Source: an optimization exercise on an open RTL-to-GDS flow (aim: small area, a short achievable clock period and few clock cycles). Production flows keep margins and buffers that such runs may drop. RTL that was checked went through simulation tests only; none was proved equivalent to the original. Power figures rest on the tool's default switching activity, not on a simulated workload.

== violet ==
## conv2d_top
module conv2d_top
(
    input  logic        i_clk,
    input  logic        i_rst,
    input  logic [9:0]  i_pix,      
    input  logic [9:0]  i_wgt,      
    output logic [26:0] o_out,      
    output logic        o_busy
);
Size in the first run: about 400 flip-flops, ~27000 sq um of cells after synthesis.
clock: 8.0 ns
lec_check: 0
cap_margin: 20
core_margin: 2
core_utilization: 40
setup_slack_margin: 5
slew_margin: 20
synth_hierarchical: 1
synth_minimum_keep_size: 0
run.sh (not shown) runs the stock make flow with config.mk's settings and CLKGATE_MAP_FILE= SYNTH_SCRIPT=/design/flow/synth_recipe.tcl, a recipe that flattens the netlist after the stock synthesis.
Every stage of the flow completed for violet, and the final layout passed the timing, design-rule and antenna checks.
The following lists how indigo was set up differently from violet:
Settings: SETUP_SLACK_MARGIN removed (was 5).
## What came out
Relative to violet, the first-pass iteration count of the detailed router of indigo is higher by 1.
Of the two candidates, violet has the worse clock power and indigo the better one.
Comparing indigo and violet, wire length per cell is lower on indigo.
indigo -> violet: synthesized cell count delta 0, exact match
Share of the clock period used by the worst path in indigo is 2.2 points higher than in violet
The setup slack of indigo is smaller than that of violet.
Measured against indigo, the number of standard cells in the layout, taps in and fillers out of violet comes out at 1.09 times the reference value.
Relative to violet, setup slack at placement has gone down in indigo.
Looking at start point of the critical path, the keep[1] result is from violet; the keep[7] one comes from indigo.
Core utilization: indigo vs violet down 5.5 points
What zinc does differently from indigo at the input level:
Settings: SETUP_SLACK_MARGIN newly set to 4.6.
Results
Compared with indigo, zinc shows relative area change from synthesis to final layout higher by 10 points.
Routing usage on met3 delta for zinc relative to indigo: 0.38 points higher
Changes observed in zinc relative to indigo: sequential cell area share down 2.9 points; wire length after detailed routing up 12%; routed via count up about 10%; number of setup buffers added after CTS up 163; non-clock buffer count up about 400%.
Sort zinc and indigo by minimum clock period desc -> top: indigo
[compare] base=indigo new=zinc: peak clock frequency supported by timing moved up, total power has increased, worst path setup slack after routing picked up an extra 170 ps.
No run of this note included a check of the RTL's function; only the layout flow was run.

---

Another version of the RTL of conv2d_top (not shown whole).
Size in the first run: roughly 1,900 cells after synthesis, about 50 I/O pins, roughly 28,000 um^2 of cells after synthesis.
==> flow/config.mk <==
export PLATFORM = sky130hd
export DESIGN_NAME = conv2d_top
export DESIGN_NICKNAME = conv2d_top
export VERILOG_FILES = /design/flow/design.v
export SDC_FILE = /design/flow/constraint.sdc
export NUM_CORES = 4
export LEC_CHECK = 0
export CAP_MARGIN = 20
export CORE_MARGIN = 2
export CORE_UTILIZATION = 40
export CTS_CLUSTER_DIAMETER = 100
export CTS_CLUSTER_SIZE = 22
export SLEW_MARGIN = 20
export SYNTH_HIERARCHICAL = 1
export SYNTH_MINIMUM_KEEP_SIZE = 0
==> flow/constraint.sdc <==
create_clock -name core_clock -period 8.0 [get_ports {i_clk}]
set_input_delay 1.6000 -clock core_clock [delete_from_list [all_inputs] [get_ports {i_clk}]]
set_output_delay 1.6000 -clock core_clock [all_outputs]
set_load 0.01 [all_outputs]
Testbench counts at the start, summed over its fixed seeds: cycles 4,704.
Next try:
CTS_CLUSTER_DIAMETER = 90   (was 100)
CTS_CLUSTER_SIZE = 26   (was 22)
SETUP_SLACK_MARGIN = 5   (was default)
=> Flip-flop and latch count is unchanged; via count rises by a little under a tenth; global-route usage rises by 0.59 points; non-clock buffer count rises by 238.
Next try:
CORE_UTILIZATION = 70   (was 40)
PLACE_DENSITY = 0.8   (was default)
SETUP_SLACK_MARGIN = 4.85   (was 5)
Result: The changed run completed without violations. Final area is lower by 8.5%. Sequential power is higher by about 2%. Routed wire length is lower by 11%. Total power is lower by 3.9%. Global-route usage is higher by 15 points. Clock skew is lower by 0.0075 ns. Worst hold slack is about the same. Clock power is lower by 16%. Register-to-register slack degrades by 0.08 ns. Synthesized area stays the same.
Next try:
CORE_UTILIZATION = 40   (was 70)
CTS_CLUSTER_DIAMETER = default   (was 90)
CTS_CLUSTER_SIZE = default   (was 26)
PLACE_DENSITY = default   (was 0.8)
SETUP_SLACK_MARGIN = default   (was 4.85)
Maximum frequency falls by 3.4%.
Wire length goes up by 4.1%.
Power climbs by 14%.
Design area climbs by 3.9%.
Critical path depth went up by 1.
Hold slack gets worse by 0.0052 ns.

==> port drivers added, routing unchanged <==
Ports are ideal in the flow. The routed layouts listed here were re-timed in OpenROAD. Step 1 assumes that a clkbuf_16 drives the clock port and a buf_2 every other input. Step 2 times the ports against the registers' clock, not the clock port: input delays grow and output delays shrink by t, the midpoint of the rising clock arrivals with the driver on. a / b / c = ideal ports / drivers / drivers and shift; a / b = the first two.
| run | t (ns) | slack for setup (ns) | hold slack, ns |
|---|---|---|---|
| violet | 0.639 | 4.448 / 4.448 / 4.448 | 0.320 / 0.320 / 0.320 |
| indigo | 0.632 | 4.271 / 4.271 / 4.271 | 0.325 / 0.325 / 0.325 |
| zinc | 0.644 | 4.437 / 4.437 / 4.437 | 0.324 / 0.324 / 0.324 |
| the first run of note 2 | 0.649 | 4.696 / 4.696 / 4.436 | 0.334 / 0.334 / 0.334 |
| the second run of note 2 | 0.641 | 4.921 / 4.921 / 4.921 | 0.335 / 0.335 / 0.335 |
| the third run of note 2 | 0.623 | 4.843 / 4.838 / 4.517 | 0.335 / 0.335 / 0.335 |
| the fourth run of note 2 | 0.653 | 4.732 / 4.732 / 4.412 | 0.330 / 0.330 / 0.330 |
After both steps setup and hold are still met in every run listed. The setup slack of the third run of note 2, which loses most, moves by -0.005 ns with the drivers and by -0.326 ns with both steps.
